What follows belongs to an exercise in optimizing a design on an open flow for a short achievable clock period and few clock cycles; a production flow would make more cautious choices. Where RTL was checked, it was by simulation tests only, not by an equivalence proof against the original. No functional check of the RTL was part of run 1. Power and IR drop assume default switching activity.

[flow/design.v]
package isa_pkg;
  localparam int XLEN = 32;
  typedef enum logic [6:0] {
    OP     = 7'b0110011,
    OP_IMM = 7'b0010011,
    LOAD   = 7'b0000011,
    STORE  = 7'b0100011,
    BRANCH = 7'b1100011,
    JAL    = 7'b1101111
  } opcode_e;
  localparam logic [2:0] F3_ADD_SUB = 3'b000;
  localparam logic [2:0] F3_SLT     = 3'b010;
  localparam logic [2:0] F3_XOR     = 3'b100;
  localparam logic [2:0] F3_OR      = 3'b110;
  localparam logic [2:0] F3_AND     = 3'b111;
  localparam logic [2:0] F3_BEQ     = 3'b000;
  localparam logic [2:0] F3_BNE     = 3'b001;
  localparam logic [6:0] F7_SUB     = 7'b0100000;
  typedef enum logic [2:0] {
    ALU_ADD,
    ALU_SUB,
    ALU_AND,
    ALU_OR,
    ALU_XOR,
    ALU_SLT
  } alu_op_e;
  typedef union packed {
    struct packed {
      logic [6:0] funct7;
      logic [4:0] rs2;
      logic [4:0] rs1;
      logic [2:0] funct3;
      logic [4:0] rd;
      opcode_e    opcode;
    } r;
    struct packed {
      logic [11:0] imm12;
      logic [4:0]  rs1;
      logic [2:0]  funct3;
      logic [4:0]  rd;
      opcode_e     opcode;
    } i;
  } instr_u;
  localparam logic [XLEN-1:0] NOP_WORD = 32'h0000_0013;  
  typedef struct packed {
    logic [XLEN-1:0] pc;
    instr_u          instr;
  } if_id_t;
  typedef struct packed {
    logic [XLEN-1:0] opr_a;
    logic [XLEN-1:0] opr_b;
    logic [XLEN-1:0] store_data;
    alu_op_e         alu_op;
    logic [4:0]               rd;
    logic                     reg_write;
    logic                     mem_read;
    logic                     mem_write;
    logic                     link;
    logic [XLEN-1:0] link_pc;
  } id_ex_t;
  typedef struct packed {
    logic [XLEN-1:0] result;
    logic [XLEN-1:0] store_data;
    logic [4:0]               rd;
    logic                     reg_write;
    logic                     mem_read;
    logic                     mem_write;
  } ex_mem_t;
  typedef struct packed {
    logic [4:0]               rd;
    logic [XLEN-1:0] data;
    logic                     reg_write;
  } mem_wb_t;
  typedef enum logic [1:0] {
    FWD_NONE = 2'd0,
    FWD_EX   = 2'd1,
    FWD_MEM  = 2'd2
  } fwd_sel_e;
  typedef struct packed {
    logic [4:0]               rd;
    logic [XLEN-1:0] data;
  } retire_t;
endpackage
module fetch_next (
  input  logic [63:0]      sk_i, stw_i, sfl_i,
  input  logic [63:0][5:0] sta_i,
  input  logic [5:0]       fidx_i, fidx1_i,
  input  logic             fpc1_i,
  output logic             tk_o,
  output logic [5:0]       fidx_o,
  output logic             fpc1_o
);
  logic [5:0] ta;
  logic       fl;
  always_comb begin
    tk_o = sk_i[fidx_i];
    ta   = sta_i[fidx_i];
    fl   = sfl_i[fidx_i];
    if (tk_o) begin
      fidx_o = (fpc1_i && fl) ? ta + 6'd1 : ta;
      fpc1_o = fpc1_i ^ fl;
    end else begin
      fidx_o = stw_i[fidx_i] ? fidx1_i + 6'd1 : fidx1_i;
      fpc1_o = fpc1_i;
    end
  end
endmodule
module rd64 (
  input  logic [63:0][31:0] m_i,
  input  logic [5:0]        a_i,
  output logic [31:0]       q_o
);
  assign q_o = m_i[a_i];
endmodule
module rd_rf (
  input  logic [31:1][31:0] rf_i,
  input  logic [4:0]        a_i,
  input  logic              wv_i,
  input  logic [4:0]        wrd_i,
  input  logic [31:0]       wdat_i,
  output logic [31:0]       q_o
);
  always_comb begin
    if (a_i == 5'd0)
      q_o = '0;
    else if (wv_i && wrd_i == a_i)
      q_o = wdat_i;
    else
      q_o = rf_i[a_i];
  end
endmodule
module ex_alu (
  input  logic        fa_m_i, fa_w_i, fb_m_i, fb_w_i,
  input  logic [31:0] a_i, b_i, mres_i, wdat_i,
  input  logic        add_i, sub_i, and_i, or_i, xor_i, slt_i, link_i, eld_i,
  input  logic [31:0] linkv_i, eldv_i,
  output logic [31:0] xa_o, xb_o, res_o
);
  logic [31:0] sum, dif;
  logic        lt;
  ks_add32 u_add (.a_i(xa_o), .b_i(xb_o),  .c_i(1'b0), .s_o(sum));
  ks_add32 u_sub (.a_i(xa_o), .b_i(~xb_o), .c_i(1'b1), .s_o(dif));
  always_comb begin
    xa_o  = fa_m_i ? mres_i : fa_w_i ? wdat_i : a_i;
    xb_o  = fb_m_i ? mres_i : fb_w_i ? wdat_i : b_i;
    lt    = (xa_o[31] != xb_o[31]) ? xa_o[31] : dif[31];
    res_o = ({32{add_i}}  & sum) |
            ({32{sub_i}}  & dif) |
            ({32{eld_i}}  & eldv_i) |
            ({32{and_i}}  & (xa_o & xb_o)) |
            ({32{or_i}}   & (xa_o | xb_o)) |
            ({32{xor_i}}  & (xa_o ^ xb_o)) |
            ({32{slt_i}}  & {31'd0, lt}) |
            ({32{link_i}} & linkv_i);
  end
endmodule
module ex_bcmp (
  input  logic [31:0] xa_i, xb_i, ba_i, bb_i, mres_i, wdat_i,
  input  logic        b1_m_i, b1_w_i, b2_m_i, b2_w_i, same1_i, same2_i,
  input  logic        add_i, sub_i, and_i, or_i, beq_i,
  output logic [31:0] ba_o, bb_o,
  output logic        taken_o
);
  logic [31:0] v, nb, g, c, lr;
  logic        eq;
  always_comb begin
    ba_o = b1_m_i ? mres_i : b1_w_i ? wdat_i : ba_i;
    bb_o = b2_m_i ? mres_i : b2_w_i ? wdat_i : bb_i;
    v    = same1_i ? bb_o : ba_o;
    nb   = sub_i ? ~xb_i : xb_i;
    g    = (xa_i & nb) | ((xa_i | nb) & ~v);
    c    = {g[30:0], sub_i};
    lr   = and_i ? (xa_i & xb_i) : or_i ? (xa_i | xb_i) : (xa_i ^ xb_i);
    if (same1_i && same2_i)
      eq = 1'b1;
    else if (same1_i || same2_i)
      eq = (add_i || sub_i) ? ((xa_i ^ nb ^ v) == c) : (lr == v);
    else
      eq = ba_o == bb_o;
    taken_o = beq_i ? eq : !eq;
  end
endmodule
module ks_add32 (
  input  logic [31:0] a_i,
  input  logic [31:0] b_i,
  input  logic        c_i,
  output logic [31:0] s_o
);
  logic [31:0] p0;
  logic [31:0] g [6];
  logic [31:0] p [6];
  always_comb begin
    p0   = a_i ^ b_i;
    g[0] = a_i & b_i;
    p[0] = p0;
    g[0][0] = g[0][0] | (p0[0] & c_i);
    for (int l = 1; l < 6; l++) begin
      for (int i = 0; i < 32; i++) begin
        if (i >= (1 << (l - 1))) begin
          g[l][i] = g[l-1][i] | (p[l-1][i] & g[l-1][i - (1 << (l - 1))]);
          p[l][i] = p[l-1][i] & p[l-1][i - (1 << (l - 1))];
        end else begin
          g[l][i] = g[l-1][i];
          p[l][i] = p[l-1][i];
        end
      end
    end
    s_o = p0 ^ {g[5][30:0], c_i};
  end
endmodule
module core_top #(
  parameter int IMEM_DEPTH = 64,
  parameter int DMEM_DEPTH = 64
) (
  input  logic                            clk_i,
  input  logic                            reset_i,
  input  logic                            start_i,
  input  logic                            imem_we_i,
  input  logic [$clog2(IMEM_DEPTH)-1:0]   imem_addr_i,
  input  logic [isa_pkg::XLEN-1:0]        imem_data_i,
  output logic                            retire_valid_o,
  output logic [4:0]                      retire_rd_o,
  output logic [isa_pkg::XLEN-1:0]        retire_data_o
);
  logic        wq_we;
  logic [5:0]  wq_addr;
  logic [31:0] wq_data;
  always_ff @(posedge clk_i) begin
    wq_we   <= imem_we_i;
    wq_addr <= imem_addr_i;
    wq_data <= imem_data_i;
  end
  logic [6:0]  pw_opc;
  logic        pw_jal, pw_cond, pw_b, pw_ld, pw_pt, pw_st, pw_s;
  logic [31:0] pw_imm;
  logic [5:0]  pw_t0;
  always_comb begin
    pw_opc  = wq_data[6:0];
    pw_jal  = pw_opc == 7'b1101111;
    pw_cond = pw_opc == 7'b1100011 && wq_data[14:13] == 2'b00;
    pw_ld   = pw_opc == 7'b0000011 && wq_data[11:7] != 5'd0 && wq_data[19:15] != 5'd0;
    pw_b    = !(pw_opc == 7'b0100011) &&
              !((pw_opc == 7'b0110011 || pw_opc == 7'b0010011 || pw_opc == 7'b0000011 ||
                 pw_jal) && wq_data[11:7] != 5'd0);
    pw_imm  = pw_jal ? {{12{wq_data[31]}}, wq_data[19:12], wq_data[20], wq_data[30:21], 1'b0}
                     : {{20{wq_data[31]}}, wq_data[7], wq_data[30:25], wq_data[11:8], 1'b0};
    pw_pt   = pw_jal || (pw_cond && (wq_data[31] || wq_data[12]));
    pw_st   = pw_opc == 7'b0100011;
    pw_s    = pw_st && wq_data[19:15] == 5'd0;
    pw_t0   = wq_addr + pw_imm[7:2];
  end
  logic [31:0] imem  [IMEM_DEPTH];
  logic        pb  [IMEM_DEPTH], pp  [IMEM_DEPTH], pl [IMEM_DEPTH], pi1 [IMEM_DEPTH];
  logic        pst [IMEM_DEPTH], ps  [IMEM_DEPTH];
  logic [5:0]  pt0 [IMEM_DEPTH];
  logic        sk  [IMEM_DEPTH];    
  logic        stw [IMEM_DEPTH];    
  logic        sfl [IMEM_DEPTH];    
  logic [5:0]  sta [IMEM_DEPTH];    
  logic        sxv [IMEM_DEPTH], sbv [IMEM_DEPTH], ssv [IMEM_DEPTH], sbf [IMEM_DEPTH];
  logic [5:0]  wq_prev, wq_next;
  logic [11:0] pd_new, pd_prev, pd_next;
  logic [12:0] se_prev, se_cur;
  function automatic logic [12:0] slot_of(input logic [11:0] w0, input logic [11:0] w1);
    logic b0, p0, l0, st0, b1, p1, st1, s1, fold, fs, bx, tk;
    logic [11:0] tw;
    b0 = w0[11]; p0 = w0[10]; l0 = w0[9]; st0 = w0[8];
    b1 = w1[11]; p1 = w1[10]; st1 = w1[8]; s1 = w1[7];
    fold = !b0 && !p0 && !l0 && b1;
    fs   = !b0 && !p0 && !l0 && !st0 && s1;
    bx   = b0 && !p0 && !b1 && !p1 && !st1;
    tk   = fold ? p1 : p0;
    tw   = fold ? w1 : w0;
    slot_of = {tk, fold || fs || bx, tk && tw[6], tw[5:0],
               !b0 || bx, b0 || fold, fs, bx};
  endfunction
  always_comb begin
    wq_prev = wq_addr - 6'd1;
    wq_next = wq_addr + 6'd1;
    pd_new  = {pw_b, pw_pt, pw_ld, pw_st, pw_s, pw_imm[1], pw_t0};
    pd_prev = {pb[wq_prev], pp[wq_prev], pl[wq_prev], pst[wq_prev], ps[wq_prev],
               pi1[wq_prev], pt0[wq_prev]};
    pd_next = {pb[wq_next], pp[wq_next], pl[wq_next], pst[wq_next], ps[wq_next],
               pi1[wq_next], pt0[wq_next]};
    se_prev = slot_of(pd_prev, pd_new);
    se_cur  = slot_of(pd_new, pd_next);
  end
  always_ff @(posedge clk_i) begin
    if (wq_we) begin
      {sk[wq_prev], stw[wq_prev], sfl[wq_prev], sta[wq_prev],
       sxv[wq_prev], sbv[wq_prev], ssv[wq_prev], sbf[wq_prev]} <= se_prev;
      {sk[wq_addr], stw[wq_addr], sfl[wq_addr], sta[wq_addr],
       sxv[wq_addr], sbv[wq_addr], ssv[wq_addr], sbf[wq_addr]} <= se_cur;
    end
  end
  always_ff @(posedge clk_i) begin
    if (wq_we) begin
      imem[wq_addr] <= wq_data;
      pb[wq_addr]   <= pw_b;
      pp[wq_addr]   <= pw_pt;
      pl[wq_addr]   <= pw_ld;
      pst[wq_addr]  <= pw_st;
      pi1[wq_addr]  <= pw_imm[1];
      pt0[wq_addr]  <= pw_t0;
      ps[wq_addr]   <= pw_s;
    end
  end
  logic        running;
  logic        stall;       
  logic        misp;        
  logic        misp_e;      
  logic [5:0]  rde_idx, rde_idx1;
  logic        rde_pc1;
  logic [31:0] m_alt;       
  always_ff @(posedge clk_i) begin
    if (reset_i)
      running <= 1'b0;
    else if (start_i)
      running <= 1'b1;
  end
  logic [63:0][31:0] imem_v, dmem_v;
  logic [31:1][31:0] rf_v;
  logic [63:0]       sk_v, stw_v, sfl_v;
  logic [63:0][5:0]  sta_v;
  always_comb begin
    for (int i = 0; i < 64; i++) begin
      imem_v[i] = imem[i];
      dmem_v[i] = dmem[i];
      sk_v[i]   = sk[i];
      stw_v[i]  = stw[i];
      sfl_v[i]  = sfl[i];
      sta_v[i]  = sta[i];
    end
    for (int i = 1; i < 32; i++)
      rf_v[i] = rf[i];
  end
  logic [5:0]  fidx, fidx1;
  logic        fpc1;
  logic        f_tk, f_b0;
  logic [5:0]  f_ta;
  logic [5:0]  fidx_n;
  logic        fpc1_n;
  fetch_next u_fnext (
    .sk_i (sk_v), .stw_i (stw_v), .sfl_i (sfl_v), .sta_i (sta_v),
    .fidx_i (fidx), .fidx1_i (fidx1), .fpc1_i (fpc1),
    .tk_o (f_tk), .fidx_o (fidx_n), .fpc1_o (fpc1_n)
  );
  logic [31:0] f_w0, f_w1;
  rd64 u_rdi0 (.m_i (imem_v), .a_i (fidx),  .q_o (f_w0));
  rd64 u_rdi1 (.m_i (imem_v), .a_i (fidx1), .q_o (f_w1));
  always_comb f_b0 = sbf[fidx] || !sxv[fidx];    
  always_ff @(posedge clk_i) begin
    if (!running) begin
      fidx  <= 6'd0;
      fidx1 <= 6'd1;
      fpc1  <= 1'b0;
    end else if (misp) begin
      fidx  <= m_alt[7:2];
      fidx1 <= m_alt[7:2] + 6'd1;
      fpc1  <= m_alt[1];
    end else if (misp_e) begin
      fidx  <= rde_idx;
      fidx1 <= rde_idx1;
      fpc1  <= rde_pc1;
    end else if (!stall) begin
      fidx  <= fidx_n;
      fidx1 <= fidx_n + 6'd1;
      fpc1  <= fpc1_n;
    end
  end
  logic        d_valid;
  logic        d_xv, d_bv, d_sv, d_pt, d_bfirst;
  logic [31:0] d_xir, d_bir;
  always_ff @(posedge clk_i) begin
    if (reset_i || !running || misp || misp_e)
      d_valid <= 1'b0;
    else if (!stall)
      d_valid <= 1'b1;
  end
  always_ff @(posedge clk_i) begin
    if (!stall) begin
      d_xv  <= sxv[fidx];
      d_bv  <= sbv[fidx];
      d_sv  <= ssv[fidx];
      d_bfirst <= sbf[fidx];
      d_pt  <= f_tk;
      d_xir <= sbf[fidx] ? f_w1 : f_w0;
      d_bir <= f_b0 ? f_w0 : f_w1;
    end
  end
  logic        e_valid;
  logic        e_wr, e_ld, e_eld, e_st, e_pt, e_bcond, e_beq, e_sst, e_bfirst, e_bres;
  logic [5:0]  e_saddr;
  logic [5:0]  e_daddr;
  logic [31:0] e_ldata, d_ldata;
  logic [4:0]  e_rd;
  logic [31:0] e_a, e_b, e_sd, e_ba, e_bb, e_immt, e_len;
  logic        e_fa_m, e_fa_w, e_fb_m, e_fb_w, e_fs_m, e_fs_w;
  logic        e_b1_m, e_b1_w, e_b2_m, e_b2_w, e_b1_late, e_b2_late, e_b1_same, e_b2_same;
  logic        e_op_add, e_op_sub, e_op_and, e_op_or, e_op_xor, e_op_slt, e_op_link;
  logic        m_valid;
  logic        m_wr, m_ld, m_st, m_pt, m_bcond, m_beq, m_sst, m_bfirst;
  logic [5:0]  m_saddr;
  logic [4:0]  m_rd;
  logic [31:0] m_result, m_sd, m_ba, m_bb;
  logic        m_b1_late, m_b2_late, m_b1_same, m_b2_same;
  logic        w_valid;
  logic [4:0]  w_rd;
  logic [31:0] w_data;
  logic [31:0] rf [1:31];
  logic        mw_en;
  logic [5:0]  mw_addr;
  logic [31:0] mw_data;
  logic [31:0] dmem [DMEM_DEPTH];
  logic [6:0]  d_opc;
  logic [4:0]  d_rd, d_rs1, d_rs2;
  logic [2:0]  d_f3;
  logic        d_is_op, d_is_opi, d_is_ld, d_is_st, d_is_jal, d_eld;
  logic        d_use1, d_use2, d_wr;
  logic [31:0] d_imm_i, d_imm_s, d_imm_j;
  logic [31:0] d_rs1v, d_rs2v;
  logic [2:0]  d_alu_f3;
  logic        d_sub;
  always_comb begin
    d_opc    = d_xir[6:0];
    d_rd     = d_xir[11:7];
    d_f3     = d_xir[14:12];
    d_rs1    = d_xir[19:15];
    d_rs2    = d_xir[24:20];
    d_is_op  = d_xv && d_opc == 7'b0110011;
    d_is_opi = d_xv && d_opc == 7'b0010011;
    d_is_ld  = d_xv && d_opc == 7'b0000011;
    d_is_st  = d_xv && d_opc == 7'b0100011;
    d_is_jal = d_xv && d_opc == 7'b1101111;
    d_eld    = d_is_ld && d_rs1 == 5'd0;   
    d_use1   = d_is_op || d_is_opi || d_is_ld || d_is_st;
    d_use2   = d_is_op || d_is_st;
    d_wr     = (d_is_op || d_is_opi || d_is_ld || d_is_jal) && d_rd != 5'd0;
    d_imm_i  = {{20{d_xir[31]}}, d_xir[31:20]};
    d_imm_s  = {{20{d_xir[31]}}, d_xir[31:25], d_xir[11:7]};
    d_imm_j  = {{12{d_xir[31]}}, d_xir[19:12], d_xir[20], d_xir[30:21], 1'b0};
    d_sub    = d_is_op && d_f3 == 3'b000 && d_xir[31:25] == 7'b0100000;
    d_alu_f3 = (d_is_op || d_is_opi) ? d_f3 : 3'b000;
  end
  logic [4:0]  d_brs1, d_brs2;
  logic        d_bjal, d_bcond;
  logic [31:0] d_bimm, d_brs1v, d_brs2v;
  always_comb begin
    d_brs1  = d_bir[19:15];
    d_brs2  = d_bir[24:20];
    d_bjal  = d_bv && d_bir[6:0] == 7'b1101111;
    d_bcond = d_bv && d_bir[6:0] == 7'b1100011 && d_bir[14:13] == 2'b00;
    d_bimm  = d_bjal ? {{12{d_bir[31]}}, d_bir[19:12], d_bir[20], d_bir[30:21], 1'b0}
                     : {{20{d_bir[31]}}, d_bir[7], d_bir[30:25], d_bir[11:8], 1'b0};
  end
  rd_rf u_rd1  (.rf_i (rf_v), .a_i (d_rs1),  .wv_i (w_valid), .wrd_i (w_rd), .wdat_i (w_data), .q_o (d_rs1v));
  rd_rf u_rd2  (.rf_i (rf_v), .a_i (d_rs2),  .wv_i (w_valid), .wrd_i (w_rd), .wdat_i (w_data), .q_o (d_rs2v));
  rd_rf u_rdb1 (.rf_i (rf_v), .a_i (d_brs1), .wv_i (w_valid), .wrd_i (w_rd), .wdat_i (w_data), .q_o (d_brs1v));
  rd_rf u_rdb2 (.rf_i (rf_v), .a_i (d_brs2), .wv_i (w_valid), .wrd_i (w_rd), .wdat_i (w_data), .q_o (d_brs2v));
  logic [31:0] d_dm;
  rd64 u_rdd (.m_i (dmem_v), .a_i (d_imm_i[7:2]), .q_o (d_dm));
  always_comb d_ldata = (mw_en && mw_addr == d_imm_i[7:2]) ? mw_data : d_dm;
  logic d_m1, d_m2, d_w1, d_w2, d_bm1, d_bm2, d_bw1, d_bw2, d_bs1, d_bs2, d_bres;
  always_comb begin
    d_m1  = e_valid && e_wr && e_rd == d_rs1;
    d_m2  = e_valid && e_wr && e_rd == d_rs2;
    d_w1  = m_valid && m_wr && m_rd == d_rs1;
    d_w2  = m_valid && m_wr && m_rd == d_rs2;
    d_bm1 = e_valid && e_wr && e_rd == d_brs1;
    d_bm2 = e_valid && e_wr && e_rd == d_brs2;
    d_bw1 = m_valid && m_wr && m_rd == d_brs1;
    d_bw2 = m_valid && m_wr && m_rd == d_brs2;
    d_bs1 = !d_bfirst && d_wr && d_rd == d_brs1;
    d_bs2 = !d_bfirst && d_wr && d_rd == d_brs2;
    d_bres = d_bcond &&
             !(!d_bs1 && d_bm1 && e_ld) && !(!d_bs2 && d_bm2 && e_ld) &&
             (!(d_bs1 || d_bs2) || ((d_is_op || d_is_opi) && d_alu_f3 != 3'b010));
    stall = d_valid && e_valid && e_ld &&
            ((d_use1 && d_m1) || (d_use2 && d_m2));
  end
  always_ff @(posedge clk_i) begin
    if (reset_i || !running || misp || misp_e || stall || !d_valid)
      e_valid <= 1'b0;
    else
      e_valid <= 1'b1;
  end
  always_ff @(posedge clk_i) begin
    e_wr    <= d_wr;
    e_ld    <= d_is_ld && !d_eld;
    e_eld   <= d_eld;
    e_daddr <= d_imm_i[7:2];
    e_ldata <= d_ldata;
    e_st    <= d_is_st;
    e_rd    <= d_rd;
    e_pt    <= d_pt;
    e_bcond <= d_bcond;
    e_beq   <= d_bir[12] == 1'b0;
    e_immt  <= d_is_jal ? d_imm_j : ((d_xv && !d_bfirst) ? d_bimm + 32'd4 : d_bimm);
    e_len   <= (d_xv && (d_bv || d_sv)) ? 32'd8 : 32'd4;
    e_sst   <= d_sv;
    e_saddr <= {d_bir[27:25], d_bir[11:9]};
    e_a     <= d_rs1v;
    e_fa_m  <= d_m1;
    e_fa_w  <= d_w1 && !d_m1;
    if (d_is_op) begin
      e_b    <= d_rs2v;
      e_fb_m <= d_m2;
      e_fb_w <= d_w2 && !d_m2;
    end else begin
      e_b    <= d_is_st ? d_imm_s : d_imm_i;
      e_fb_m <= 1'b0;
      e_fb_w <= 1'b0;
    end
    e_sd    <= d_rs2v;
    e_fs_m  <= d_m2;
    e_fs_w  <= d_w2 && !d_m2;
    e_ba    <= d_brs1v;
    e_bb    <= d_brs2v;
    e_b1_m  <= d_bm1 && !e_ld;
    e_b1_late <= d_bm1 && e_ld;
    e_b1_w  <= d_bw1 && !d_bm1;
    e_b2_m  <= d_bm2 && !e_ld;
    e_b2_late <= d_bm2 && e_ld;
    e_b2_w  <= d_bw2 && !d_bm2;
    e_b1_same <= d_bs1;
    e_b2_same <= d_bs2;
    e_bres    <= d_bres;
    e_bfirst  <= d_bfirst;
    e_op_link <= d_is_jal;
    e_op_sub  <= d_sub;
    e_op_slt  <= !d_is_jal && d_alu_f3 == 3'b010;
    e_op_xor  <= !d_is_jal && d_alu_f3 == 3'b100;
    e_op_or   <= !d_is_jal && d_alu_f3 == 3'b110;
    e_op_and  <= !d_is_jal && d_alu_f3 == 3'b111;
    e_op_add  <= !d_is_jal && !d_sub && !d_eld &&
                 (d_alu_f3 == 3'b000 || d_alu_f3 == 3'b001 ||
                  d_alu_f3 == 3'b011 || d_alu_f3 == 3'b101);
  end
  logic [31:0] x_a, x_b, x_sd, x_ba, x_bb;
  logic [31:0] x_res;
  logic [31:0] x_eld;
  logic [31:0] epc, epc_seq, epc_tgt, epc_4;
  logic        z_taken;
  ex_alu u_alu (
    .fa_m_i (e_fa_m), .fa_w_i (e_fa_w), .fb_m_i (e_fb_m), .fb_w_i (e_fb_w),
    .a_i    (e_a),    .b_i    (e_b),    .mres_i (m_result), .wdat_i (w_data),
    .add_i  (e_op_add), .sub_i (e_op_sub), .and_i (e_op_and), .or_i (e_op_or),
    .xor_i  (e_op_xor), .slt_i (e_op_slt), .link_i (e_op_link), .eld_i (e_eld),
    .linkv_i (epc_4), .eldv_i (x_eld),
    .xa_o (x_a), .xb_o (x_b), .res_o (x_res)
  );
  ex_bcmp u_bcmp (
    .xa_i (x_a), .xb_i (x_b), .ba_i (e_ba), .bb_i (e_bb), .mres_i (m_result), .wdat_i (w_data),
    .b1_m_i (e_b1_m), .b1_w_i (e_b1_w), .b2_m_i (e_b2_m), .b2_w_i (e_b2_w),
    .same1_i (e_b1_same), .same2_i (e_b2_same),
    .add_i (e_op_add), .sub_i (e_op_sub), .and_i (e_op_and), .or_i (e_op_or), .beq_i (e_beq),
    .ba_o (x_ba), .bb_o (x_bb), .taken_o (z_taken)
  );
  always_comb begin
    x_sd = e_fs_m ? m_result : e_fs_w ? w_data : e_sd;
    epc_4   = epc + 32'd4;
    epc_seq = epc + e_len;
    epc_tgt = epc + e_immt;
    x_eld = (mw_en && mw_addr == e_daddr) ? mw_data : e_ldata;
  end
  always_comb begin
    misp_e   = e_valid && e_bres && (z_taken != e_pt);
    rde_idx  = z_taken ? epc_tgt[7:2] : epc_seq[7:2];
    rde_idx1 = z_taken ? epc_tgt[7:2] + 6'd1 : epc_seq[7:2] + 6'd1;
    rde_pc1  = z_taken ? epc_tgt[1] : epc_seq[1];
  end
  always_ff @(posedge clk_i) begin
    if (!running)
      epc <= '0;
    else if (misp)
      epc <= m_alt;
    else if (e_valid)
      epc <= (e_bres ? z_taken : e_pt) ? epc_tgt : epc_seq;
  end
  always_ff @(posedge clk_i) begin
    if (reset_i || !e_valid || misp)
      m_valid <= 1'b0;
    else
      m_valid <= 1'b1;
  end
  always_ff @(posedge clk_i) begin
    m_wr      <= e_wr && !(misp_e && e_bfirst);
    m_ld      <= e_ld;
    m_st      <= e_st && !(misp_e && e_bfirst);
    m_sst     <= e_sst;
    m_bfirst  <= e_bfirst;
    m_saddr   <= e_saddr;
    m_rd      <= e_rd;
    m_result  <= x_res;
    m_sd      <= x_sd;
    m_pt      <= e_pt;
    m_bcond   <= e_bcond && !e_bres;
    m_beq     <= e_beq;
    m_ba      <= x_ba;
    m_bb      <= x_bb;
    m_b1_late <= e_b1_late;
    m_b2_late <= e_b2_late;
    m_b1_same <= e_b1_same;
    m_b2_same <= e_b2_same;
    m_alt     <= e_pt ? epc_seq : epc_tgt;
  end
  logic [31:0] m_load, y_ba, y_bb;
  rd64 u_rdm (.m_i (dmem_v), .a_i (m_result[7:2]), .q_o (m_load));
  logic        y_eq, y_taken;
  always_ff @(posedge clk_i) begin
    if (mw_en)
      dmem[mw_addr] <= mw_data;
  end
  always_comb begin
    y_ba    = m_b1_same ? m_result : m_b1_late ? w_data : m_ba;
    y_bb    = m_b2_same ? m_result : m_b2_late ? w_data : m_bb;
    y_eq    = y_ba == y_bb;
    y_taken = m_beq ? y_eq : !y_eq;
    misp    = m_valid && m_bcond && (y_taken != m_pt);
    mw_en   = m_valid && (m_st || m_sst);
    mw_addr = m_sst ? m_saddr : m_result[7:2];
    mw_data = m_sst ? y_bb : m_sd;
  end
  always_ff @(posedge clk_i) begin
    if (reset_i)
      w_valid <= 1'b0;
    else
      w_valid <= m_valid && m_wr && !(misp && m_bfirst);
    w_rd   <= m_rd;
    w_data <= m_ld ? m_load : m_result;
  end
  always_ff @(posedge clk_i) begin
    if (w_valid)
      rf[w_rd] <= w_data;
  end
  assign retire_valid_o = w_valid;
  assign retire_rd_o    = w_rd;
  assign retire_data_o  = w_data;
endmodule
[flow/flow/run.sh]
#!/bin/bash
set -euo pipefail
bash standard.sh SETUP_SLACK_MARGIN=6.5 finish > standard_flow.log 2>&1
[flow/standard.sh]
#!/bin/bash
# synth_recipe.tcl (not shown) runs the flow's synth.tcl, then flattens the netlist and writes it again
# the make line also repeats each setting of config.mk as NAME=value (left out here)
make -C /OpenROAD-flow-scripts/flow DESIGN_CONFIG=/design/flow/config.mk WORK_HOME=/design/flow/orfs CLKGATE_MAP_FILE= SYNTH_SCRIPT=/design/flow/synth_recipe.tcl "${@:-finish}"
[flow/config.mk]
export PLATFORM = sky130hd
export DESIGN_NAME = core_top
export DESIGN_NICKNAME = core_top
export VERILOG_FILES = /design/flow/design.v
export SDC_FILE = /design/flow/constraint.sdc
export NUM_CORES = 4
export LEC_CHECK = 0
export CAP_MARGIN = 20
export CORE_MARGIN = 2
export CORE_UTILIZATION = 35
export PLACE_DENSITY = 0.45
export SETUP_SLACK_MARGIN = 5
export SLEW_MARGIN = 20
export SYNTH_HIERARCHICAL = 1
[flow/constraint.sdc]
create_clock -name core_clock -period 10.0 [get_ports {clk_i}]
set_input_delay 2.0000 -clock core_clock [delete_from_list [all_inputs] [get_ports {clk_i}]]
set_output_delay 2.0000 -clock core_clock [all_outputs]
set_load 0.01 [all_outputs]
==> results of run 1 <==
per-module statistics from Yosys (local to each module, per instance):
module | times used | cells | area (µm²) | flops+latches
core_top | 1 | 11900 | 251000 | 7335
rd64 | 4 | 1091 | 16500 | 0
rd_rf | 4 | 1045 | 8790 | 0
ex_bcmp | 1 | 738 | 5970 | 0
fetch_next | 1 | 467 | 5310 | 0
ex_alu | 1 | 500 | 3880 | 0
ks_add32 | 2 | 253 | 1780 | 0
final cells by class:
type,instances,area share
timing repair inverter,1,0.0000355
sequential,7335,0.469
clock inverter,478,0.0110
tap,14100,0.0384
timing repair buffer,2588,0.0842
antenna,44,0.000241
multi-input combinational,13000,0.343
inverter,358,0.00371
clock buffer,1091,0.0497
sequential cells by signal (all words and copies together), names as in the netlist, 384 cells and up, named ones only:
signal,flops
dmem,2048
imem,2048
rf,992
pt0,384
sta,384
path summary, 6_finish.rpt:
kind | from | depth (start not counted) | endpoint | slack [ns]
setup / recovery | e_b1_m$_DFF_P_ | 23 | fidx1[5]$_SDFFE_PN0N_ | 4.82
hold / removal | e_saddr[4]$_DFF_P_ | 0 | m_saddr[4]$_DFF_P_ | 0.33
setup reg to reg | e_b1_m$_DFF_P_ | 23 | fidx1[5]$_SDFFE_PN0N_ | 4.82
hold reg to reg | e_saddr[4]$_DFF_P_ | 0 | m_saddr[4]$_DFF_P_ | 0.33
worst register-to-register path, stage by stage (launching register included):
cell and delay (ns):
dfxtp_1 0.33, buf_12 0.17, buf_4 0.19, nor2b_1 0.14, a21oi_1 0.42, mux2i_4 0.16
fa_1 0.52, xnor2_2 0.21, nor4_2 0.30, nand4_1 0.25, nor3_2 0.22, maj3_2 0.23
a31oi_4 0.04, nand2_4 0.21, xnor2_4 0.13, xor2_2 0.16, buf_4 0.17, and3_4 0.19
nand2_1 0.11, o21ai_4 0.11, nor3_4 0.19, mux2i_4 0.12, o311a_1 0.31, a211o_1 0.21
power groups by stage:
stage | clock network, µW | registers, µW | logic [µW]
6_report | 31900 | 38700 | 92200
5_1_grt | 33400 | 38800 | 93600
4_1_cts | 32300 | 38700 | 86700
3_5_place_dp | 0 | 40400 | 68800
3_3_place_gp | 0 | 40400 | 68900
2_1_floorplan | 0 | 38900 | 41300
synth_stat cells (154+ instances only):
| master | n | area, µm² |
|---|---|---|
| edfxtp_1 | 6757 | 203000 |
| mux4_2 | 3558 | 80100 |
| nand2_1 | 1826 | 6850 |
| mux2i_1 | 1337 | 13400 |
| nor2_1 | 1055 | 3960 |
| clkbuf_1 | 967 | 3630 |
| mux2_2 | 614 | 6910 |
| dfxtp_1 | 578 | 11600 |
| a21oi_1 | 486 | 2430 |
| buf_2 | 481 | 2410 |
| o21ai_0 | 459 | 2300 |
| nand3_1 | 366 | 1830 |
| inv_1 | 346 | 1300 |
| xnor2_1 | 277 | 2430 |
| ha_1 | 240 | 3000 |
| buf_4 | 234 | 1760 |
| a22oi_1 | 172 | 1290 |
| o211ai_1 | 170 | 1280 |
| xor2_1 | 158 | 1380 |
| a211oi_1 | 154 | 1160 |
per-layer routing:
layer	track usage	part of all wire	routed length, µm
met1	0.400	0.39	653000
met2	0.487	0.46	778000
met3	0.0633	0.087	147000
met4	0.156	0.064	109000
met5	0	0.00023	396
placed cells by master, fill, tap and decap left out, types with 265 or more instances in the layout:
master / instances
mux4_2: 3558
buf_4: 1028
buf_12: 434
nand2_1: 1727
buf_16: 358
nor2_1: 933
buf_6: 413
dfxtp_1: 458
edfxtp_1: 6757
o21ai_0: 279
nand3_1: 354
a21oi_1: 265
mux2i_1: 1271
clkbuf_16: 908
mux2_2: 404
repair_timing:
item                                    in CTS  in global routing
endpoints found under the hold margin        0                  0
endpoints found under the setup margin    7056               2404
gates resized for setup                   2940                748
buffers inserted                           969                321
pin swaps                                  379                259
gates cloned                               322                 42
stage by stage:
| stage | total power, µW | worst slack (ns) |
|---|---|---|
| floorplan | 80200 | 5.53 |
| global placement | 109000 | 2.87 |
| detailed placement | 109000 | 2.98 |
| CTS | 158000 | 5.00 |
| global route | 166000 | 4.72 |
| finish | 163000 | 4.82 |
cells by family (layout without fill, tap and decap cells):
group,Yosys count,count (layout),share of synthesized area
muxes,5568,5571,0.273
other,2,46,0.0000202
xor gates and xnor gates,437,438,0.0104
and+or+nand+nor,3896,3911,0.0455
adders and majority gates,279,279,0.0102
buffers and inverters,2262,4516,0.0291
AOI/OAI and AO/OA,2839,2842,0.0533
DFF,7335,7335,0.578
==> run notes, run 1 <==
outcome=timing/DRC/antenna clean; CTS tree=built; Max-cap violations=0; WP data arrival=6.31 ns; nets=24,500; Hold Vio Cnt, Final=0; Setup Total Neg Slack=0 ns; Post-Route WL=1690 mm; share of post-route cells with drive strength above 1=0.390; crit-path max cell delay=approximately 0.52 ns; row count=378; vias in the first global route=243,000; Placed Cells=about 36,000; worst rel slew slack=0.0622; worst hold slack=0.326 ns; clock power share=0.196; die area=approximately 1,100,000 µm²; YS warnings=14; gpl congestion=0.896; pwr/cell area=356 nW/µm²; 1st-iter DRT viols=approximately 35,000; NetSw=70,000 µW; fin util=0.433; sw frac=0.430; CP Cell Sequence=buf_12 > buf_4 > nor2b_1 > a21oi_1 > mux2i_4 > fa_1 > xnor2_2 > nor4_2 > nand4_1 > nor3_2 > maj3_2 > a31oi_4 > nand2_4 > xnor2_4 > xor2_2 > buf_4 > and3_4 > nand2_1 > o21ai_4 > nor3_4 > mux2i_4 > o311a_1 > a211o_1; syn nets=22,900; Filler Cell Count=92,800; VDD IR max=~0.00034 V; DR vias/cell=between 6 and 7; first-pass GRT wire length=2230 mm; final non-filler cell area=458,000 µm²; Buf+Inv Stages, Crit Path=3; crit-path leading delay family=simple AND/OR/NAND/NOR gates; total clock buffers created by CTS=851; initial antenna violation count=116; cell-internal power=92,800 µW; FF+latch area=about 210,000 µm²; Critical Path Start Type=flop; die width=1.03 mm; P_leak=0.153 µW; setup violators final=0; largest net degree at the start of global routing=between 70 and 80; category of the most critical setup path=reg2reg; root buffer cell=clkbuf_16; register bit total from synthesis=around 7,300; register area share after synthesis=0.578; synth unique cells=113; required time worst endpoint=11.13 ns; via count=248,000; Gate Count Post-Synth=between 20,000 and 25,000; Final Skew=~0.079 ns; Post-synth EDFFs=6,757; WL per Instance=43.3 µm; Crit-path slowest cell=fa_1; Pre-Repair DR Iteration Count=8; I/O Buffers=slightly below 80; final critical-path required period=5.18 ns; area of the multi-input gates=approximately 160,000 µm²; ratio of final minimum period to clock period=0.518; Bufs on Longest Clock Path=5; gr usage total=0.307; sequential share of power=0.238; Post-synth ARST share=0; crit-path max FO=8; Clock Latency Late Sink=1.25 ns; worst slew pin tran=around 1.4 ns; Post-Layout Cell Count=39,000; Max H-tree Level=6; initial core utilization=0.351; Combinational Power Share=0.566; RSZ-0062 raised after global routing=yes; placed cell areas=between 300,000 and 400,000 µm²; IO Count=80; clk sink count=7,335; Avg Cell Area, Syn=16.4 µm²; Clock Pin Slew Worst Setup and Hold Paths=about 0.07 ns; Layout area overhead=23.4%; hold bufs inserted after CTS=0; Syn Std Cell Area=around 370,000 µm²; type of the most critical hold path=reg2reg; DPL Wire Length=910 mm; number of remaining DRC errors=0; Detail Route Antenna Nets=0; GRT overflow=0; CP Capture Type=flop; maximum clock rate=a little under 200 MHz; Top FF cell, synth=edfxtp_1; die height=1.03 mm; Max Slew Vio Count=0; core area=1,060,000 µm²
==> inputs of run 2 (changes only) <==
--- a/flow/design.v
+++ b/flow/design.v
@@ -112,18 +112,97 @@
 );
   assign q_o = m_i[a_i];
 endmodule
+module fetch_sel (
+  input  logic       run_i, misp_i, misp_e_i, stall_i,
+  input  logic [7:1] alt_i,
+  input  logic [5:0] rde_idx_i, rde_idx1_i,
+  input  logic       rde_pc1_i,
+  input  logic [5:0] fidx_i, fidx1_i, nidx_i,
+  input  logic       fpc1_i, npc1_i,
+  output logic [5:0] fidx_o, fidx1_o,
+  output logic       fpc1_o
+);
+  always_comb begin
+    if (!run_i) begin
+      fidx_o  = 6'd0;
+      fidx1_o = 6'd1;
+      fpc1_o  = 1'b0;
+    end else if (misp_i) begin
+      fidx_o  = alt_i[7:2];
+      fidx1_o = alt_i[7:2] + 6'd1;
+      fpc1_o  = alt_i[1];
+    end else if (misp_e_i) begin
+      fidx_o  = rde_idx_i;
+      fidx1_o = rde_idx1_i;
+      fpc1_o  = rde_pc1_i;
+    end else if (!stall_i) begin
+      fidx_o  = nidx_i;
+      fidx1_o = nidx_i + 6'd1;
+      fpc1_o  = npc1_i;
+    end else begin
+      fidx_o  = fidx_i;
+      fidx1_o = fidx1_i;
+      fpc1_o  = fpc1_i;
+    end
+  end
+endmodule
+module slot_wr (
+  input  logic [31:0]       data_i,
+  input  logic [5:0]        addr_i,
+  input  logic [63:0][11:0] pd_i,
+  output logic [5:0]        prev_o,
+  output logic [11:0]       pd_o,
+  output logic [12:0]       se_prev_o, se_cur_o
+);
+  logic [6:0]  opc;
+  logic        jal, cond, b, ld, pt, st, sc;
+  logic [31:0] imm;
+  logic [5:0]  t0, nxt;
+  function automatic logic [12:0] slot_of(input logic [11:0] w0, input logic [11:0] w1);
+    logic b0, p0, l0, st0, b1, p1, st1, s1, fold, fs, bx, tk;
+    logic [11:0] tw;
+    b0 = w0[11]; p0 = w0[10]; l0 = w0[9]; st0 = w0[8];
+    b1 = w1[11]; p1 = w1[10]; st1 = w1[8]; s1 = w1[7];
+    fold = !b0 && !p0 && !l0 && b1;
+    fs   = !b0 && !p0 && !l0 && !st0 && s1;
+    bx   = b0 && !p0 && !b1 && !p1 && !st1;
+    tk   = fold ? p1 : p0;
+    tw   = fold ? w1 : w0;
+    slot_of = {tk, fold || fs || bx, tk && tw[6], tw[5:0],
+               !b0 || bx, b0 || fold, fs, bx};
+  endfunction
+  always_comb begin
+    opc  = data_i[6:0];
+    jal  = opc == 7'b1101111;
+    cond = opc == 7'b1100011 && data_i[14:13] == 2'b00;
+    ld   = opc == 7'b0000011 && data_i[11:7] != 5'd0 && data_i[19:15] != 5'd0;
+    b    = !(opc == 7'b0100011) &&
+           !((opc == 7'b0110011 || opc == 7'b0010011 || opc == 7'b0000011 || jal) &&
+             data_i[11:7] != 5'd0);
+    imm  = jal ? {{12{data_i[31]}}, data_i[19:12], data_i[20], data_i[30:21], 1'b0}
+               : {{20{data_i[31]}}, data_i[7], data_i[30:25], data_i[11:8], 1'b0};
+    pt   = jal || (cond && (data_i[31] || data_i[12]));
+    st   = opc == 7'b0100011;
+    sc   = st && data_i[19:15] == 5'd0;
+    t0   = addr_i + imm[7:2];
+    pd_o = {b, pt, ld, st, sc, imm[1], t0};
+    prev_o    = addr_i - 6'd1;
+    nxt       = addr_i + 6'd1;
+    se_prev_o = slot_of(pd_i[prev_o], pd_o);
+    se_cur_o  = slot_of(pd_o, pd_i[nxt]);
+  end
+endmodule
 module rd_rf (
   input  logic [31:1][31:0] rf_i,
   input  logic [4:0]        a_i,
-  input  logic              wv_i,
-  input  logic [4:0]        wrd_i,
+  input  logic [31:1]       we_i,
   input  logic [31:0]       wdat_i,
   output logic [31:0]       q_o
 );
   always_comb begin
     if (a_i == 5'd0)
       q_o = '0;
-    else if (wv_i && wrd_i == a_i)
+    else if (we_i[a_i])
       q_o = wdat_i;
     else
       q_o = rf_i[a_i];
@@ -158,8 +237,9 @@
   input  logic [31:0] xa_i, xb_i, ba_i, bb_i, mres_i, wdat_i,
   input  logic        b1_m_i, b1_w_i, b2_m_i, b2_w_i, same1_i, same2_i,
   input  logic        add_i, sub_i, and_i, or_i, beq_i,
+  input  logic        valid_i, bres_i, pt_i,
   output logic [31:0] ba_o, bb_o,
-  output logic        taken_o
+  output logic        misp_o
 );
   logic [31:0] v, nb, g, c, lr;
   logic        eq;
@@ -177,7 +257,7 @@
       eq = (add_i || sub_i) ? ((xa_i ^ nb ^ v) == c) : (lr == v);
     else
       eq = ba_o == bb_o;
-    taken_o = beq_i ? eq : !eq;
+    misp_o = valid_i && bres_i && ((beq_i ? eq : !eq) != pt_i);
   end
 endmodule
 module ks_add32 (
@@ -230,25 +310,6 @@
     wq_addr <= imem_addr_i;
     wq_data <= imem_data_i;
   end
-  logic [6:0]  pw_opc;
-  logic        pw_jal, pw_cond, pw_b, pw_ld, pw_pt, pw_st, pw_s;
-  logic [31:0] pw_imm;
-  logic [5:0]  pw_t0;
-  always_comb begin
-    pw_opc  = wq_data[6:0];
-    pw_jal  = pw_opc == 7'b1101111;
-    pw_cond = pw_opc == 7'b1100011 && wq_data[14:13] == 2'b00;
-    pw_ld   = pw_opc == 7'b0000011 && wq_data[11:7] != 5'd0 && wq_data[19:15] != 5'd0;
-    pw_b    = !(pw_opc == 7'b0100011) &&
-              !((pw_opc == 7'b0110011 || pw_opc == 7'b0010011 || pw_opc == 7'b0000011 ||
-                 pw_jal) && wq_data[11:7] != 5'd0);
-    pw_imm  = pw_jal ? {{12{wq_data[31]}}, wq_data[19:12], wq_data[20], wq_data[30:21], 1'b0}
-                     : {{20{wq_data[31]}}, wq_data[7], wq_data[30:25], wq_data[11:8], 1'b0};
-    pw_pt   = pw_jal || (pw_cond && (wq_data[31] || wq_data[12]));
-    pw_st   = pw_opc == 7'b0100011;
-    pw_s    = pw_st && wq_data[19:15] == 5'd0;
-    pw_t0   = wq_addr + pw_imm[7:2];
-  end
   logic [31:0] imem  [IMEM_DEPTH];
   logic        pb  [IMEM_DEPTH], pp  [IMEM_DEPTH], pl [IMEM_DEPTH], pi1 [IMEM_DEPTH];
   logic        pst [IMEM_DEPTH], ps  [IMEM_DEPTH];
@@ -258,33 +319,17 @@
   logic        sfl [IMEM_DEPTH];    
   logic [5:0]  sta [IMEM_DEPTH];    
   logic        sxv [IMEM_DEPTH], sbv [IMEM_DEPTH], ssv [IMEM_DEPTH], sbf [IMEM_DEPTH];
-  logic [5:0]  wq_prev, wq_next;
-  logic [11:0] pd_new, pd_prev, pd_next;
+  logic [5:0]  wq_prev;
+  logic [11:0] pd_new;
   logic [12:0] se_prev, se_cur;
-  function automatic logic [12:0] slot_of(input logic [11:0] w0, input logic [11:0] w1);
-    logic b0, p0, l0, st0, b1, p1, st1, s1, fold, fs, bx, tk;
-    logic [11:0] tw;
-    b0 = w0[11]; p0 = w0[10]; l0 = w0[9]; st0 = w0[8];
-    b1 = w1[11]; p1 = w1[10]; st1 = w1[8]; s1 = w1[7];
-    fold = !b0 && !p0 && !l0 && b1;
-    fs   = !b0 && !p0 && !l0 && !st0 && s1;
-    bx   = b0 && !p0 && !b1 && !p1 && !st1;
-    tk   = fold ? p1 : p0;
-    tw   = fold ? w1 : w0;
-    slot_of = {tk, fold || fs || bx, tk && tw[6], tw[5:0],
-               !b0 || bx, b0 || fold, fs, bx};
-  endfunction
-  always_comb begin
-    wq_prev = wq_addr - 6'd1;
-    wq_next = wq_addr + 6'd1;
-    pd_new  = {pw_b, pw_pt, pw_ld, pw_st, pw_s, pw_imm[1], pw_t0};
-    pd_prev = {pb[wq_prev], pp[wq_prev], pl[wq_prev], pst[wq_prev], ps[wq_prev],
-               pi1[wq_prev], pt0[wq_prev]};
-    pd_next = {pb[wq_next], pp[wq_next], pl[wq_next], pst[wq_next], ps[wq_next],
-               pi1[wq_next], pt0[wq_next]};
-    se_prev = slot_of(pd_prev, pd_new);
-    se_cur  = slot_of(pd_new, pd_next);
-  end
+  logic [63:0][11:0] pd_v;
+  always_comb
+    for (int i = 0; i < 64; i++)
+      pd_v[i] = {pb[i], pp[i], pl[i], pst[i], ps[i], pi1[i], pt0[i]};
+  slot_wr u_swr (
+    .data_i (wq_data), .addr_i (wq_addr), .pd_i (pd_v),
+    .prev_o (wq_prev), .pd_o (pd_new), .se_prev_o (se_prev), .se_cur_o (se_cur)
+  );
   always_ff @(posedge clk_i) begin
     if (wq_we) begin
       {sk[wq_prev], stw[wq_prev], sfl[wq_prev], sta[wq_prev],
@@ -296,13 +341,8 @@
   always_ff @(posedge clk_i) begin
     if (wq_we) begin
       imem[wq_addr] <= wq_data;
-      pb[wq_addr]   <= pw_b;
-      pp[wq_addr]   <= pw_pt;
-      pl[wq_addr]   <= pw_ld;
-      pst[wq_addr]  <= pw_st;
-      pi1[wq_addr]  <= pw_imm[1];
-      pt0[wq_addr]  <= pw_t0;
-      ps[wq_addr]   <= pw_s;
+      {pb[wq_addr], pp[wq_addr], pl[wq_addr], pst[wq_addr], ps[wq_addr],
+       pi1[wq_addr], pt0[wq_addr]} <= pd_new;
     end
   end
   logic        running;
@@ -349,24 +389,19 @@
   rd64 u_rdi0 (.m_i (imem_v), .a_i (fidx),  .q_o (f_w0));
   rd64 u_rdi1 (.m_i (imem_v), .a_i (fidx1), .q_o (f_w1));
   always_comb f_b0 = sbf[fidx] || !sxv[fidx];    
+  logic [5:0] fidx_d, fidx1_d;
+  logic       fpc1_d;
+  fetch_sel u_fsel (
+    .run_i (running), .misp_i (misp), .alt_i (m_alt[7:1]), .misp_e_i (misp_e),
+    .rde_idx_i (rde_idx), .rde_idx1_i (rde_idx1), .rde_pc1_i (rde_pc1),
+    .stall_i (stall), .fidx_i (fidx), .fidx1_i (fidx1), .fpc1_i (fpc1),
+    .nidx_i (fidx_n), .npc1_i (fpc1_n),
+    .fidx_o (fidx_d), .fidx1_o (fidx1_d), .fpc1_o (fpc1_d)
+  );
   always_ff @(posedge clk_i) begin
-    if (!running) begin
-      fidx  <= 6'd0;
-      fidx1 <= 6'd1;
-      fpc1  <= 1'b0;
-    end else if (misp) begin
-      fidx  <= m_alt[7:2];
-      fidx1 <= m_alt[7:2] + 6'd1;
-      fpc1  <= m_alt[1];
-    end else if (misp_e) begin
-      fidx  <= rde_idx;
-      fidx1 <= rde_idx1;
-      fpc1  <= rde_pc1;
-    end else if (!stall) begin
-      fidx  <= fidx_n;
-      fidx1 <= fidx_n + 6'd1;
-      fpc1  <= fpc1_n;
-    end
+    fidx  <= fidx_d;
+    fidx1 <= fidx1_d;
+    fpc1  <= fpc1_d;
   end
   logic        d_valid;
   logic        d_xv, d_bv, d_sv, d_pt, d_bfirst;
@@ -404,8 +439,10 @@
   logic [4:0]  m_rd;
   logic [31:0] m_result, m_sd, m_ba, m_bb;
   logic        m_b1_late, m_b2_late, m_b1_same, m_b2_same;
-  logic        w_valid;
-  logic [4:0]  w_rd;
+  logic        ret_valid;
+  logic [4:0]  ret_rd;
+  logic [31:0] ret_data;
+  logic [31:1] w_we;
   logic [31:0] w_data;
   logic [31:0] rf [1:31];
   logic        mw_en;
@@ -453,10 +490,10 @@
     d_bimm  = d_bjal ? {{12{d_bir[31]}}, d_bir[19:12], d_bir[20], d_bir[30:21], 1'b0}
                      : {{20{d_bir[31]}}, d_bir[7], d_bir[30:25], d_bir[11:8], 1'b0};
   end
-  rd_rf u_rd1  (.rf_i (rf_v), .a_i (d_rs1),  .wv_i (w_valid), .wrd_i (w_rd), .wdat_i (w_data), .q_o (d_rs1v));
-  rd_rf u_rd2  (.rf_i (rf_v), .a_i (d_rs2),  .wv_i (w_valid), .wrd_i (w_rd), .wdat_i (w_data), .q_o (d_rs2v));
-  rd_rf u_rdb1 (.rf_i (rf_v), .a_i (d_brs1), .wv_i (w_valid), .wrd_i (w_rd), .wdat_i (w_data), .q_o (d_brs1v));
-  rd_rf u_rdb2 (.rf_i (rf_v), .a_i (d_brs2), .wv_i (w_valid), .wrd_i (w_rd), .wdat_i (w_data), .q_o (d_brs2v));
+  rd_rf u_rd1  (.rf_i (rf_v), .a_i (d_rs1),  .we_i (w_we), .wdat_i (w_data), .q_o (d_rs1v));
+  rd_rf u_rd2  (.rf_i (rf_v), .a_i (d_rs2),  .we_i (w_we), .wdat_i (w_data), .q_o (d_rs2v));
+  rd_rf u_rdb1 (.rf_i (rf_v), .a_i (d_brs1), .we_i (w_we), .wdat_i (w_data), .q_o (d_brs1v));
+  rd_rf u_rdb2 (.rf_i (rf_v), .a_i (d_brs2), .we_i (w_we), .wdat_i (w_data), .q_o (d_brs2v));
   logic [31:0] d_dm;
   rd64 u_rdd (.m_i (dmem_v), .a_i (d_imm_i[7:2]), .q_o (d_dm));
   always_comb d_ldata = (mw_en && mw_addr == d_imm_i[7:2]) ? mw_data : d_dm;
@@ -540,7 +577,7 @@
   logic [31:0] x_res;
   logic [31:0] x_eld;
   logic [31:0] epc, epc_seq, epc_tgt, epc_4;
-  logic        z_taken;
+  logic        m_misp_e;
   ex_alu u_alu (
     .fa_m_i (e_fa_m), .fa_w_i (e_fa_w), .fb_m_i (e_fb_m), .fb_w_i (e_fb_w),
     .a_i    (e_a),    .b_i    (e_b),    .mres_i (m_result), .wdat_i (w_data),
@@ -554,7 +591,8 @@
     .b1_m_i (e_b1_m), .b1_w_i (e_b1_w), .b2_m_i (e_b2_m), .b2_w_i (e_b2_w),
     .same1_i (e_b1_same), .same2_i (e_b2_same),
     .add_i (e_op_add), .sub_i (e_op_sub), .and_i (e_op_and), .or_i (e_op_or), .beq_i (e_beq),
-    .ba_o (x_ba), .bb_o (x_bb), .taken_o (z_taken)
+    .valid_i (e_valid), .bres_i (e_bres), .pt_i (e_pt),
+    .ba_o (x_ba), .bb_o (x_bb), .misp_o (misp_e)
   );
   always_comb begin
     x_sd = e_fs_m ? m_result : e_fs_w ? w_data : e_sd;
@@ -564,18 +602,17 @@
     x_eld = (mw_en && mw_addr == e_daddr) ? mw_data : e_ldata;
   end
   always_comb begin
-    misp_e   = e_valid && e_bres && (z_taken != e_pt);
-    rde_idx  = z_taken ? epc_tgt[7:2] : epc_seq[7:2];
-    rde_idx1 = z_taken ? epc_tgt[7:2] + 6'd1 : epc_seq[7:2] + 6'd1;
-    rde_pc1  = z_taken ? epc_tgt[1] : epc_seq[1];
+    rde_idx  = e_pt ? epc_seq[7:2] : epc_tgt[7:2];
+    rde_idx1 = e_pt ? epc_seq[7:2] + 6'd1 : epc_tgt[7:2] + 6'd1;
+    rde_pc1  = e_pt ? epc_seq[1] : epc_tgt[1];
   end
   always_ff @(posedge clk_i) begin
     if (!running)
       epc <= '0;
-    else if (misp)
-      epc <= m_alt;
+    else if (misp || m_misp_e)
+      epc <= m_alt;    
     else if (e_valid)
-      epc <= (e_bres ? z_taken : e_pt) ? epc_tgt : epc_seq;
+      epc <= e_pt ? epc_tgt : epc_seq;
   end
   always_ff @(posedge clk_i) begin
     if (reset_i || !e_valid || misp)
@@ -586,7 +623,8 @@
   always_ff @(posedge clk_i) begin
     m_wr      <= e_wr && !(misp_e && e_bfirst);
     m_ld      <= e_ld;
-    m_st      <= e_st && !(misp_e && e_bfirst);
+    m_st      <= e_st;
+    m_misp_e  <= misp_e && !misp;
     m_sst     <= e_sst;
     m_bfirst  <= e_bfirst;
     m_saddr   <= e_saddr;
@@ -621,19 +659,32 @@
     mw_addr = m_sst ? m_saddr : m_result[7:2];
     mw_data = m_sst ? y_bb : m_sd;
   end
+  logic        m_ret;
+  logic [31:0] m_data;
+  always_comb begin
+    m_ret  = m_valid && m_wr && !(misp && m_bfirst);
+    m_data = m_ld ? m_load : m_result;
+  end
   always_ff @(posedge clk_i) begin
     if (reset_i)
-      w_valid <= 1'b0;
+      ret_valid <= 1'b0;
     else
-      w_valid <= m_valid && m_wr && !(misp && m_bfirst);
-    w_rd   <= m_rd;
-    w_data <= m_ld ? m_load : m_result;
+      ret_valid <= m_ret;
+    ret_rd   <= m_rd;
+    ret_data <= m_data;
+  end
+  always_ff @(posedge clk_i) begin
+    for (int i = 1; i < 32; i++)
+      w_we[i] <= !reset_i && m_ret && m_rd == 5'(i);
+    if (m_valid && m_wr)
+      w_data <= m_data;
   end
   always_ff @(posedge clk_i) begin
-    if (w_valid)
-      rf[w_rd] <= w_data;
+    for (int i = 1; i < 32; i++)
+      if (w_we[i])
+        rf[i] <= w_data;
   end
-  assign retire_valid_o = w_valid;
-  assign retire_rd_o    = w_rd;
-  assign retire_data_o  = w_data;
+  assign retire_valid_o = ret_valid;
+  assign retire_rd_o    = ret_rd;
+  assign retire_data_o  = ret_data;
 endmodule
==> run notes, run 2 <==
Critical Path Start Type=flop; ratio of final minimum period to clock period=0.471; hold bufs inserted after CTS=0; category of the most critical setup path=reg2reg; worst rel slew slack=0.0619; Final Skew=0.0626 ns; Max H-tree Level=6; Post-Route M1 WL=about 650 mm; Syn Std Cell Area=377,000 µm²; highest routed layer=met5; Top FF cell, synth=edfxtp_1; synth unique cells=between 100 and 150; Synth area leader=edfxtp_1; Min-Delay Startpoint=e_saddr[0]$_DFF_P_; gr usage total=0.293; share of post-route cells with drive strength above 1=0.401; Clock Pin Slew Worst Setup and Hold Paths=0.06 ns; worst r2r path cells=18; hold path cells=0; most common cell in the netlist=edfxtp_1; via count=approximately 240k; YS warnings=17; outcome=timing/DRC/antenna clean; Post-Route WL=1640 mm; die height=1.04 mm; Placement Setup Slack=3.41 ns; Post-synth EDFFs=between 6,000 and 7,000; P_leak=0.151 µW; root buffer cell=clkbuf_16; Hold Path End=m_saddr[0]$_DFF_P_; clk sink count=7,393; Pre-Repair DR Iteration Count=9; core area=1,070,000 µm²; number of remaining DRC errors=0; first-pass GRT wire length=2170 mm; final setup margin=between 5 and 6 ns; IO Count=80; CP Cell Sequence=buf_12 > buf_16 > mux2_2 > mux2i_1 > mux2i_1 > inv_1 > fa_1 > xor2_2 > nand4_1 > nor4_2 > nand4_1 > o21ai_2 > a21oi_1 > o311ai_4 > buf_12 > nor2b_1 > nor3_1 > o221a_2; final critical-path required period=between 4 and 5 ns; I/O Buffers=79; worst hold slack=roughly 0.34 ns; nets=~24,000; row count=381; initial antenna violation count=between 100 and 150; die width=around 1.0 mm; WL per Instance=42.7 µm; VDD IR max=0.000354 V; reg2reg end=fidx1[5]$_DFF_P_; syn nets=22,400; gpl congestion=0.902; largest net degree at the start of global routing=80; top area cells in the synthesized netlist=edfxtp_1 (54%), mux4_2 (21%), mux2i_1 (4.3%); WP data arrival=5.76 ns; total clock buffers created by CTS=between 800 and 900; Hold Vio Cnt, Final=0; crit-path max FO=29; RSZ-0062 raised after global routing=yes; Setup Total Neg Slack=0 ns; Crit-path slowest cell=fa_1; Max Slew Vio Count=0; Detail Route Antenna Nets=0; final non-filler cell area=455,000 µm²; required time worst endpoint=11.05 ns; post-route total power=155,000 µW; Layout area overhead=20.7%; DR vias/cell=between 6 and 7; crit-path leading delay family=simple AND/OR/NAND/NOR gates; Clock Latency Late Sink=1.21 ns; type of the most critical hold path=reg2reg; Gate Count Post-Synth=22,000; GRT overflow=0; Buf+Inv Stages, Crit Path=4; register area share after synthesis=0.573; worst slew pin tran=1.40 ns; biggest regs=dmem: 2048 flops, imem: 2048 flops, rf: 992 flops; WL met2=roughly 760 mm; pwr/cell area=roughly 340 nW/µm²; reg-to-reg startpoint=e_b2_w$_DFF_P_; vias in the first global route=roughly 240k; WL met3=around 130 mm; top post-synthesis cells by count=edfxtp_1 (6,789), mux4_2 (3,477), mux2i_1 (1,632), mux2_2 (1,174), nand2_1 (1,099); CP Capture Type=flop; R2R setup slack=around 5.3 ns; 1st-iter DRT viols=31,100; Avg Cell Area, Syn=between 15 and 20 µm²; Bufs on Longest Clock Path=5; DPL Wire Length=901 mm; placed cell areas=396,000 µm²; register bit total from synthesis=about 7,400; CTS tree=built; most frequent cells in the layout=edfxtp_1 (6,789), mux4_2 (3,477), mux2i_1 (1,561); top-area cell type share of the netlist area=0.541; Max-cap violations=0; setup violators final=0; die area=1,080,000 µm²; commonest non-fill, non-tap cell in the layout=edfxtp_1; initial core utilization=0.351; maximum clock rate=around 210 MHz; crit-path max cell delay=between 0.4 and 0.5 ns; Post-synth ARST share=0
run 2: cell count changes in the layout (fill, tap and decap cells not counted), moves of 114 or more:
cell,before,now
a21oi_2,218,71
a22oi_1,142,411
a31oi_1,30,181
a32oi_1,120,6
mux2_2,404,596
mux2_4,226,679
mux2i_1,1271,1561
nand2_1,1727,1041
nand2b_1,51,187
nand3_1,354,105
nor2_1,933,204
o22ai_1,41,180
o31ai_1,136,7
run 2: cells by family (layout without fill, tap and decap cells):
logic type                 count (synthesis)  count (layout)  synth area share
adders and majority gates                281             281            0.0101
buffers and inverters                   2260            4101            0.0295
other                                      2              58         0.0000199
and+or+nand+nor                         2336            2340            0.0292
AOI/OAI and AO/OA                       2965            2965            0.0575
DFF                                     7393            7393             0.573
xor gates and xnor gates                 431             431            0.0102
muxes                                   6379            6429             0.290
run 2: metal layers:
metal	up-vias	GRT usage
li1	94300	-
met1	132000	0.391
met2	12600	0.468
met3	3053	0.0541
met4	46	0.130
met5	-	0
run 2: per-stage QoR:
stage,utilization,cells
2_1_floorplan,-,22000
3_3_place_gp,0.369,35400
3_5_place_dp,0.369,35400
4_1_cts,0.418,38000
5_1_grt,0.423,38300
6_report,0.423,38400
run 2: worst max path at each step:
stage,from,endpoint,depth (start not counted)
after global placement,wq_addr[0]$_DFF_P_,sta[33][2]$_DFFE_PP_,13
after floorplan,wq_addr[0]$_DFF_P_,sta[19][0]$_DFFE_PP_,17
final,e_b2_w$_DFF_P_,fidx1[5]$_DFF_P_,18
after CTS,fidx[0]$_DFF_P_,fidx1[2]$_DFF_P_,20
after global routing,fidx[0]$_DFF_P_,fidx1[2]$_DFF_P_,20
after detailed placement,wq_addr[0]$_DFF_P_,sta[33][2]$_DFFE_PP_,11
run 2: power by group:
part           internal [µW]  total, µW  leakage [µW]  switching (µW)
sequential             36800      38200        0.0663            1430
combinational          35900      84900        0.0708           49000
clock                  18000      31600        0.0136           13600
run 2: repair_timing:
item / 4_1_cts / 5_1_grt
gates cloned: 284 / 34
endpoints found under the hold margin: 0 / 0
setup buffers: 728 / 224
setup endpoints to repair: 6202 / 2048
gates resized for setup: 2421 / 715
pin swaps: 333 / 188
run 2: per-module statistics from Yosys (local to each module, per instance):
module,flops+latches,copies in the design,cell area [µm²]
rd_rf,0,4,9590
slot_wr,0,1,12100
core_top,7393,1,241000
ex_alu,0,1,3880
ks_add32,0,2,1660
fetch_next,0,1,5310
fetch_sel,0,1,608
ex_bcmp,0,1,5910
rd64,0,4,16500
run 2: final cells by class:
cell class,count,area (µm²)
tap,14400,18000
timing repair buffer,2151,30800
fill,95200,620000
multi-input combinational,12400,160000
antenna,56,140
sequential,7393,216000
inverter,336,1560
clock inverter,492,4510
clock buffer,1116,23300
timing repair inverter,6,86.3
Testbench counts of run 2, summed over its fixed seeds: cycles 20,123.

## static timing again, ports no longer ideal
How much do the figures lean on ideal ports? The routed layouts below were timed once more, with nothing changed but the port constraints.
Step 1 sets driving cells, clkbuf_16 on the clock port and buf_2 on the other inputs (assumed; they add their load-dependent delay and slew).
Step 2, shift: input delay + t, output delay - t, t = (earliest + latest rising clock arrival at the registers) / 2. This alone moves slack from input paths to output paths.
Slacks: no drivers / after step 1 / after step 2; pairs: no drivers / after step 1.
run | t (ns) | setup slack, ns | worst setup path at the end
run 1 | 1.367 | 4.819 / 4.819 / 4.819 | register to register
run 2 | 1.329 | 5.294 / 5.294 / 5.294 | register to register
After both steps setup and hold are still met in every run listed.
